Source: an optimization exercise on an open RTL-to-GDS flow (aim: small area and a short achievable clock period). Production flows keep margins and buffers that such runs may drop.
The RTL was checked by simulation tests, not by an equivalence proof against the original design.
No activity file was given, so power comes from the tool's default toggle rates.

==> run a: inputs <==
==> flow/design.v <==
package rv_pkg;
    typedef logic [32-1:0]        xlen_t;        
    typedef logic [32-1:0]        instr_t;       
    typedef logic [5-1:0]  reg_addr_t;    
    typedef logic [16-1:0] dmem_addr_t;   
    typedef enum logic [2:0] {
        alu_add,
        alu_sub,
        alu_and,
        alu_or,
        alu_xor
    } alu_op_e;
    typedef enum logic [1:0] {
        mem_none,
        mem_load,
        mem_store
    } mem_op_e;
    typedef enum logic [2:0] {
        w_word,
        w_half,
        w_half_u,
        w_byte,
        w_byte_u
    } width_e;
endpackage
`timescale 1ns/1ns
module rv_core_top (
    input  logic        clk,
    input  logic        rst_n,
    input  logic        halt,
    output logic [31:0] imem_addr,
    input  logic [31:0] imem_data,
    output logic        dmem_read_wrn,
    output logic [15:0] dmem_addr,
    output logic [31:0] dmem_wdata,
    input  logic [31:0] dmem_rdata,
    output logic        instr_retired,
    output logic        breakpoint_fired,
    output logic        finish_exec
);
    localparam logic [2:0] C_NONE  = 3'b000;    
    localparam logic [2:0] C_OTHER = 3'b001;    
    localparam logic [2:0] C_FIN   = 3'b010;    
    localparam logic [2:0] C_BRK   = 3'b011;    
    localparam logic [2:0] C_REG   = 3'b100;
    localparam logic [2:0] C_IMM   = 3'b101;
    localparam logic [2:0] C_LOAD  = 3'b110;
    localparam logic [2:0] C_STORE = 3'b111;
    wire run = !halt;
    logic [31:2] pc;
    always_ff @(posedge clk or negedge rst_n) begin
        if (!rst_n) pc <= '0;
        else        pc <= pc + {29'd0, run};
    end
    assign imem_addr = {pc, 2'b00};
    logic [2:0] cls_f;
    always_comb begin
        case (imem_data[6:0])
            7'b011_0011: cls_f = C_REG;
            7'b001_0011: cls_f = C_IMM;
            7'b000_0011: cls_f = C_LOAD;
            7'b010_0011: cls_f = C_STORE;
            7'b111_0011: begin
                if (imem_data[14:12] == 3'b000 && imem_data[31:20] == 12'd1)      cls_f = C_BRK;
                else if (imem_data[14:12] == 3'b000 && imem_data[31:20] == 12'd0) cls_f = C_FIN;
                else                                                               cls_f = C_OTHER;
            end
            default:     cls_f = (imem_data == 32'd0) ? C_NONE : C_OTHER;
        endcase
    end
    logic [2:0]  cls_d;
    logic [31:7] ir;
    logic [31:1] s1oh, s2oh;
    always_ff @(posedge clk or negedge rst_n) begin
        if (!rst_n)   cls_d <= C_NONE;
        else if (run) cls_d <= cls_f;
    end
    always_ff @(posedge clk) begin
        if (run) begin
            ir  <= imem_data[31:7];
            for (int k = 1; k < 32; k++) begin
                s1oh[k] <= (imem_data[19:15] == k[4:0]);
                s2oh[k] <= (imem_data[24:20] == k[4:0]);
            end
        end
    end
    logic [31:0] regs [1:31];
    logic [255:0] rf_grp [4];
    logic [7:0]   s1_grp [4];
    logic [7:0]   s2_grp [4];
    logic [31:0]  rs1_n  [4];
    logic [31:0]  rs2_n  [4];
    for (genvar gi = 0; gi < 4; gi++) begin : g_rd
        for (genvar j = 0; j < 8; j++) begin : g_w
            if (gi * 8 + j == 0) begin : g_x0
                assign rf_grp[gi][j*32 +: 32] = 32'd0;
                assign s1_grp[gi][j] = 1'b0;
                assign s2_grp[gi][j] = 1'b0;
            end else begin : g_xn
                assign rf_grp[gi][j*32 +: 32] = regs[gi * 8 + j];
                assign s1_grp[gi][j] = s1oh[gi * 8 + j];
                assign s2_grp[gi][j] = s2oh[gi * 8 + j];
            end
        end
        rv_rd8 u_rd1 (.sel(s1_grp[gi]), .d(rf_grp[gi]), .yn(rs1_n[gi]));
        rv_rd8 u_rd2 (.sel(s2_grp[gi]), .d(rf_grp[gi]), .yn(rs2_n[gi]));
    end
    wire [31:0] rs1_data = ~(rs1_n[0] & rs1_n[1] & rs1_n[2] & rs1_n[3]);
    wire [31:0] rs2_data = ~(rs2_n[0] & rs2_n[1] & rs2_n[2] & rs2_n[3]);
    logic [2:0]  cls_e;
    logic [31:0] opa, opr2;
    logic [31:0] opb;        
    logic [2:0]  f3_e;
    logic [4:0]  rd_e;
    logic        sub_e;
    logic        lgc_e;      
    logic [1:0]  lop_e;      
    logic        mem_e;      
    logic        st_e;       
    wire is_alu_d = (cls_d == C_REG) || (cls_d == C_IMM);
    always_ff @(posedge clk or negedge rst_n) begin
        if (!rst_n) begin
            cls_e <= C_NONE;
            mem_e <= 1'b0;
            st_e  <= 1'b0;
        end else if (run) begin
            cls_e <= cls_d;
            mem_e <= (cls_d == C_LOAD) || (cls_d == C_STORE);
            st_e  <= (cls_d == C_STORE);
        end
    end
    always_ff @(posedge clk) begin
        if (run) begin
            opa   <= rs1_data;
            opr2  <= rs2_data;
            opb   <= (cls_d == C_REG) ? (rs2_data ^ {32{ir[30] && ir[14:12] == 3'b000}})
                                      : {{20{ir[31]}}, (cls_d == C_STORE) ? {ir[31:25], ir[11:7]} : ir[31:20]};
            f3_e  <= ir[14:12];
            rd_e  <= ir[11:7];
            sub_e <= (cls_d == C_REG) && (ir[14:12] == 3'b000) && ir[30];
            lgc_e <= is_alu_d && ir[14] && (ir[13] || !ir[12]);
            lop_e <= ir[13:12];
        end
    end
    logic [31:0] sum;
    logic [31:0] px, g0, p0, g1, p1, g2, p2, g3, p3, g4, p4, g5, p5;
    rv_ks_pg         u_pg (.a(opa), .b(opb), .cin(sub_e), .g(g0), .p(p0), .px(px));
    rv_ks_lvl #(1)   u_l1 (.gi(g0), .pi(p0), .go(g1), .po(p1));
    rv_ks_lvl #(2)   u_l2 (.gi(g1), .pi(p1), .go(g2), .po(p2));
    rv_ks_lvl #(4)   u_l3 (.gi(g2), .pi(p2), .go(g3), .po(p3));
    rv_ks_lvl #(8)   u_l4 (.gi(g3), .pi(p3), .go(g4), .po(p4));
    rv_ks_lvl #(16)  u_l5 (.gi(g4), .pi(p4), .go(g5), .po(p5));
    rv_ks_sum        u_sm (.p(px), .g(g5), .s(sum));
    wire [31:0] lgc  = lop_e[1] ? (lop_e[0] ? (opa & opb) : (opa | opb)) : (opa ^ opb);
    wire [31:0] alu_y = lgc_e ? lgc : sum;
    wire        is_mem_e   = mem_e;
    wire        is_store_e = st_e;
    logic [31:0] st_ext;
    always_comb begin
        case (f3_e[1:0])
            2'b00:   st_ext = {{24{opr2[7]}}, opr2[7:0]};
            2'b01:   st_ext = {{16{opr2[15]}}, opr2[15:0]};
            default: st_ext = opr2;
        endcase
    end
    logic [2:0]  cls_m;
    logic [31:0] res_m;
    logic        ld_m;       
    logic        lb_m;       
    logic        lh_m;       
    logic        lu_m;       
    logic [4:0]  rd_m;
    logic [3:0]  weh_m;      
    logic [7:0]  wel_m;      
    always_ff @(posedge clk or negedge rst_n) begin
        if (!rst_n) begin
            cls_m         <= C_NONE;
            weh_m         <= 4'd0;
            dmem_read_wrn <= 1'b1;
            dmem_addr     <= '0;
            dmem_wdata    <= '0;
        end else if (run) begin
            cls_m         <= cls_e;
            weh_m         <= ((cls_e == C_REG) || (cls_e == C_IMM) || (cls_e == C_LOAD)) ? (4'b1 << rd_e[4:3]) : 4'd0;
            dmem_read_wrn <= !is_store_e;
            dmem_addr     <= is_mem_e ? sum[15:0] : 16'd0;
            dmem_wdata    <= is_store_e ? st_ext : 32'd0;
        end
    end
    always_ff @(posedge clk) begin
        if (run) begin
            res_m <= alu_y;
            ld_m  <= (cls_e == C_LOAD);
            lb_m  <= (cls_e == C_LOAD) && (f3_e[1:0] == 2'b00);
            lh_m  <= (cls_e == C_LOAD) && (f3_e[1:0] == 2'b01);
            lu_m  <= f3_e[2];
            rd_m  <= rd_e;
            wel_m <= 8'b1 << rd_e[2:0];
        end
    end
    wire        ext7  = !lu_m && dmem_rdata[7];
    wire        ext15 = !lu_m && dmem_rdata[15];
    logic [31:0] wdata_m;
    always_comb begin
        wdata_m[7:0]   = ld_m ? dmem_rdata[7:0] : res_m[7:0];
        wdata_m[15:8]  = lb_m ? {8{ext7}} : ld_m ? dmem_rdata[15:8] : res_m[15:8];
        wdata_m[31:16] = lb_m ? {16{ext7}} : lh_m ? {16{ext15}} : ld_m ? dmem_rdata[31:16] : res_m[31:16];
    end
    logic [3:0]  weh_w;
    logic [7:0]  wel_w;
    logic [31:0] wdata_w;
    always_ff @(posedge clk or negedge rst_n) begin
        if (!rst_n)   weh_w <= 4'd0;
        else if (run) weh_w <= weh_m;
    end
    always_ff @(posedge clk) begin
        if (run) begin
            wel_w   <= wel_m;
            wdata_w <= wdata_m;
        end
    end
    for (genvar k = 1; k < 32; k++) begin : g_rf
        always_ff @(posedge clk) begin
            if (weh_w[k / 8] && wel_w[k % 8]) regs[k] <= wdata_w;
        end
    end
    always_ff @(posedge clk or negedge rst_n) begin
        if (!rst_n) begin
            instr_retired    <= 1'b0;
            breakpoint_fired <= 1'b0;
            finish_exec      <= 1'b0;
        end else if (run) begin
            instr_retired    <= (cls_m != C_NONE);
            breakpoint_fired <= (cls_m == C_BRK);
            finish_exec      <= (cls_m == C_FIN);
        end
    end
endmodule
module rv_ks_pg (
    input  logic [31:0] a,
    input  logic [31:0] b,
    input  logic        cin,
    output logic [31:0] g,
    output logic [31:0] p,
    output logic [31:0] px
);
    assign px = a ^ b;
    assign g  = {a[30:0] & b[30:0], cin};
    assign p  = {px[30:0], 1'b0};
endmodule
module rv_ks_lvl #(parameter int D = 1) (
    input  logic [31:0] gi,
    input  logic [31:0] pi,
    output logic [31:0] go,
    output logic [31:0] po
);
    for (genvar k = 0; k < 32; k++) begin : g_bit
        if (k >= D) begin : g_op
            assign go[k] = gi[k] | (pi[k] & gi[k - D]);
            assign po[k] = pi[k] & pi[k - D];
        end else begin : g_pass
            assign go[k] = gi[k];
            assign po[k] = pi[k];
        end
    end
endmodule
module rv_ks_sum (
    input  logic [31:0] p,
    input  logic [31:0] g,
    output logic [31:0] s
);
    assign s = p ^ g;
endmodule
module rv_rd8 (
    input  logic [7:0]   sel,
    input  logic [255:0] d,
    output logic [31:0]  yn
);
    always_comb begin
        yn = '1;
        for (int j = 0; j < 8; j += 2) begin
            yn = yn & ~(({32{sel[j]}} & d[j*32 +: 32]) | ({32{sel[j+1]}} & d[(j+1)*32 +: 32]));
        end
    end
endmodule
==> flow/run.sh <==
#!/bin/bash
# synth_recipe.tcl (not shown) runs the flow's synth.tcl, then flattens the netlist and writes it again
# the make line also repeats each setting of config.mk as NAME=value (left out here)
make -C /OpenROAD-flow-scripts/flow DESIGN_CONFIG=/design/flow/config.mk WORK_HOME=/design/flow/orfs CLKGATE_MAP_FILE= SYNTH_SCRIPT=/design/flow/synth_recipe.tcl finish
==> flow/config.mk <==
export PLATFORM = sky130hd
export DESIGN_NAME = rv_core_top
export DESIGN_NICKNAME = rv_core_top
export VERILOG_FILES = /design/flow/design.v
export SDC_FILE = /design/flow/constraint.sdc
export NUM_CORES = 4
export LEC_CHECK = 0
export CAP_MARGIN = 20
export CORE_MARGIN = 2
export CORE_UTILIZATION = 48
export CTS_CLUSTER_DIAMETER = 80
export CTS_CLUSTER_SIZE = 24
export PLACE_DENSITY = 0.6
export SETUP_SLACK_MARGIN = 2.8
export SLEW_MARGIN = 20
export SYNTH_HIERARCHICAL = 1
export SYNTH_MINIMUM_KEEP_SIZE = 0
==> flow/constraint.sdc <==
create_clock -name core_clock -period 5.0 [get_ports {clk}]
set_input_delay 1.0000 -clock core_clock [delete_from_list [all_inputs] [get_ports {clk}]]
set_output_delay 1.0000 -clock core_clock [all_outputs]
set_load 0.01 [all_outputs]
==> inputs of run b, as changes to run a <==
--- a/flow/design.v
+++ b/flow/design.v
@@ -85,28 +85,15 @@
         end
     end
     logic [31:0] regs [1:31];
-    logic [255:0] rf_grp [4];
-    logic [7:0]   s1_grp [4];
-    logic [7:0]   s2_grp [4];
-    logic [31:0]  rs1_n  [4];
-    logic [31:0]  rs2_n  [4];
-    for (genvar gi = 0; gi < 4; gi++) begin : g_rd
-        for (genvar j = 0; j < 8; j++) begin : g_w
-            if (gi * 8 + j == 0) begin : g_x0
-                assign rf_grp[gi][j*32 +: 32] = 32'd0;
-                assign s1_grp[gi][j] = 1'b0;
-                assign s2_grp[gi][j] = 1'b0;
-            end else begin : g_xn
-                assign rf_grp[gi][j*32 +: 32] = regs[gi * 8 + j];
-                assign s1_grp[gi][j] = s1oh[gi * 8 + j];
-                assign s2_grp[gi][j] = s2oh[gi * 8 + j];
-            end
-        end
-        rv_rd8 u_rd1 (.sel(s1_grp[gi]), .d(rf_grp[gi]), .yn(rs1_n[gi]));
-        rv_rd8 u_rd2 (.sel(s2_grp[gi]), .d(rf_grp[gi]), .yn(rs2_n[gi]));
-    end
-    wire [31:0] rs1_data = ~(rs1_n[0] & rs1_n[1] & rs1_n[2] & rs1_n[3]);
-    wire [31:0] rs2_data = ~(rs2_n[0] & rs2_n[1] & rs2_n[2] & rs2_n[3]);
+    logic [31:0] rs1_data, rs2_data;
+    always_comb begin
+        rs1_data = '0;
+        rs2_data = '0;
+        for (int k = 1; k < 32; k++) begin
+            rs1_data = rs1_data | ({32{s1oh[k]}} & regs[k]);
+            rs2_data = rs2_data | ({32{s2oh[k]}} & regs[k]);
+        end
+    end
     logic [2:0]  cls_e;
     logic [31:0] opa, opr2;
     logic [31:0] opb;        
@@ -271,15 +258,3 @@
 );
     assign s = p ^ g;
 endmodule
-module rv_rd8 (
-    input  logic [7:0]   sel,
-    input  logic [255:0] d,
-    output logic [31:0]  yn
-);
-    always_comb begin
-        yn = '1;
-        for (int j = 0; j < 8; j += 2) begin
-            yn = yn & ~(({32{sel[j]}} & d[j*32 +: 32]) | ({32{sel[j+1]}} & d[(j+1)*32 +: 32]));
-        end
-    end
-endmodule
--- a/flow/config.mk
+++ b/flow/config.mk
@@ -7,11 +7,11 @@
 export LEC_CHECK = 0
 export CAP_MARGIN = 20
 export CORE_MARGIN = 2
-export CORE_UTILIZATION = 48
+export CORE_UTILIZATION = 40
 export CTS_CLUSTER_DIAMETER = 80
 export CTS_CLUSTER_SIZE = 24
-export PLACE_DENSITY = 0.6
-export SETUP_SLACK_MARGIN = 2.8
+export PLACE_DENSITY = 0.55
+export SETUP_SLACK_MARGIN = 2.6
 export SLEW_MARGIN = 20
 export SYNTH_HIERARCHICAL = 1
 export SYNTH_MINIMUM_KEEP_SIZE = 0
==> inputs of run c, as changes to run a <==
--- a/flow/design.v
+++ b/flow/design.v
@@ -85,28 +85,15 @@
         end
     end
     logic [31:0] regs [1:31];
-    logic [255:0] rf_grp [4];
-    logic [7:0]   s1_grp [4];
-    logic [7:0]   s2_grp [4];
-    logic [31:0]  rs1_n  [4];
-    logic [31:0]  rs2_n  [4];
-    for (genvar gi = 0; gi < 4; gi++) begin : g_rd
-        for (genvar j = 0; j < 8; j++) begin : g_w
-            if (gi * 8 + j == 0) begin : g_x0
-                assign rf_grp[gi][j*32 +: 32] = 32'd0;
-                assign s1_grp[gi][j] = 1'b0;
-                assign s2_grp[gi][j] = 1'b0;
-            end else begin : g_xn
-                assign rf_grp[gi][j*32 +: 32] = regs[gi * 8 + j];
-                assign s1_grp[gi][j] = s1oh[gi * 8 + j];
-                assign s2_grp[gi][j] = s2oh[gi * 8 + j];
-            end
-        end
-        rv_rd8 u_rd1 (.sel(s1_grp[gi]), .d(rf_grp[gi]), .yn(rs1_n[gi]));
-        rv_rd8 u_rd2 (.sel(s2_grp[gi]), .d(rf_grp[gi]), .yn(rs2_n[gi]));
-    end
-    wire [31:0] rs1_data = ~(rs1_n[0] & rs1_n[1] & rs1_n[2] & rs1_n[3]);
-    wire [31:0] rs2_data = ~(rs2_n[0] & rs2_n[1] & rs2_n[2] & rs2_n[3]);
+    logic [31:0] rs1_data, rs2_data;
+    always_comb begin
+        rs1_data = '0;
+        rs2_data = '0;
+        for (int k = 1; k < 32; k++) begin
+            rs1_data = rs1_data | ({32{s1oh[k]}} & regs[k]);
+            rs2_data = rs2_data | ({32{s2oh[k]}} & regs[k]);
+        end
+    end
     logic [2:0]  cls_e;
     logic [31:0] opa, opr2;
     logic [31:0] opb;        
@@ -206,22 +193,9 @@
         wdata_m[15:8]  = lb_m ? {8{ext7}} : ld_m ? dmem_rdata[15:8] : res_m[15:8];
         wdata_m[31:16] = lb_m ? {16{ext7}} : lh_m ? {16{ext15}} : ld_m ? dmem_rdata[31:16] : res_m[31:16];
     end
-    logic [3:0]  weh_w;
-    logic [7:0]  wel_w;
-    logic [31:0] wdata_w;
-    always_ff @(posedge clk or negedge rst_n) begin
-        if (!rst_n)   weh_w <= 4'd0;
-        else if (run) weh_w <= weh_m;
-    end
-    always_ff @(posedge clk) begin
-        if (run) begin
-            wel_w   <= wel_m;
-            wdata_w <= wdata_m;
-        end
-    end
     for (genvar k = 1; k < 32; k++) begin : g_rf
         always_ff @(posedge clk) begin
-            if (weh_w[k / 8] && wel_w[k % 8]) regs[k] <= wdata_w;
+            if (weh_m[k / 8] && wel_m[k % 8]) regs[k] <= wdata_m;
         end
     end
     always_ff @(posedge clk or negedge rst_n) begin
@@ -271,15 +245,3 @@
 );
     assign s = p ^ g;
 endmodule
-module rv_rd8 (
-    input  logic [7:0]   sel,
-    input  logic [255:0] d,
-    output logic [31:0]  yn
-);
-    always_comb begin
-        yn = '1;
-        for (int j = 0; j < 8; j += 2) begin
-            yn = yn & ~(({32{sel[j]}} & d[j*32 +: 32]) | ({32{sel[j+1]}} & d[(j+1)*32 +: 32]));
-        end
-    end
-endmodule
--- a/flow/config.mk
+++ b/flow/config.mk
@@ -7,11 +7,11 @@
 export LEC_CHECK = 0
 export CAP_MARGIN = 20
 export CORE_MARGIN = 2
-export CORE_UTILIZATION = 48
+export CORE_UTILIZATION = 40
 export CTS_CLUSTER_DIAMETER = 80
 export CTS_CLUSTER_SIZE = 24
-export PLACE_DENSITY = 0.6
-export SETUP_SLACK_MARGIN = 2.8
+export PLACE_DENSITY = 0.55
+export SETUP_SLACK_MARGIN = 2.6
 export SLEW_MARGIN = 20
 export SYNTH_HIERARCHICAL = 1
 export SYNTH_MINIMUM_KEEP_SIZE = 0
==> run notes <==
metric                                                                                  run a                    run c                    run b
Share of final layout cell area taken by clock buffers and inverters                    2.94%                    3.03%                    3.30%
Outcome                                                               complete, no violations  complete, no violations  complete, no violations
Part of the cycle the worst path needs                                                  47.5%                    50.4%                    52.8%
Met3 track utilization from global routing                                              6.57%                    13.6%                    15.1%
Number of standard cells in the layout, taps in and fillers out                          6127                     6150                     6323
Critical-path maximum fanout                                                                4                       32                       17
Metal3 WL                                                                            21200 um                 41500 um                 45200 um
Latest clock arrival within the worst-skew pair                                        690 ps                   720 ps                   740 ps
Number of buffers inserted during clock tree synthesis                                     69                       69                       73
Number of cells on the critical path                                                        9                        4                        2
Synth Warn #                                                                               18                        8                        8
Total length of routed met2 wires                                                    86700 um                110000 um                113000 um
Endpoint required time on the critical path                                           5400 ps                  5400 ps                  5350 ps
Total of clock buffers placed in the layout                                                83                       78                       81
Clk. pwr                                                                              6350 uW                  6400 uW                  6970 uW
Pwr dens                                                                          321 mW/mm^2              327 mW/mm^2              335 mW/mm^2
Placement-stage worst setup slack                                                     1740 ps                  1820 ps                  1680 ps
Placer congestion estimate                                                               1.01                    0.921                    0.963
Instance count of the mapped netlist                                                     4199                     4072                     4145
Sw Share                                                                                24.5%                    26.4%                    26.7%
Setup WS post-layout                                                                  2620 ps                  2480 ps                  2360 ps
Final Skew                                                                            36.6 ps                  43.3 ps                  44.1 ps
Violation count after the first detailed-route iteration                                 5504                    10100                    10500
Util after Layout                                                                       53.7%                    45.7%                    45.8%

port drivers added, routing unchanged:
How much do the figures lean on ideal ports? The routed layouts below were timed once more, with nothing changed but the port constraints.
Step 1, drivers: a clkbuf_16 drives clk and a buf_2 each remaining input, both assumed.
Step 2, shift: input delay + t, output delay - t, t = (earliest + latest rising clock arrival at the registers) / 2. This alone moves slack from input paths to output paths.
Three values: no drivers, after step 1, after step 2; two values: the first two.
| run | t (ns) | setup slack, ns | latest minus earliest clock arrival (ns) | pins driven straight from the clock port |
|---|---|---|---|---|
| run a | 0.748 | 2.624 / 2.552 / 2.123 | 0.037 / 0.036 | 1 |
| run b | 0.799 | 2.361 / 2.361 / 1.970 | 0.046 / 0.046 | 1 |
| run c | 0.792 | 2.479 / 2.479 / 1.984 | 0.046 / 0.046 | 1 |
After both steps every run listed still meets setup and hold. The setup slack of run a, which loses most, moves by -0.072 ns with the drivers and by -0.501 ns with both steps.
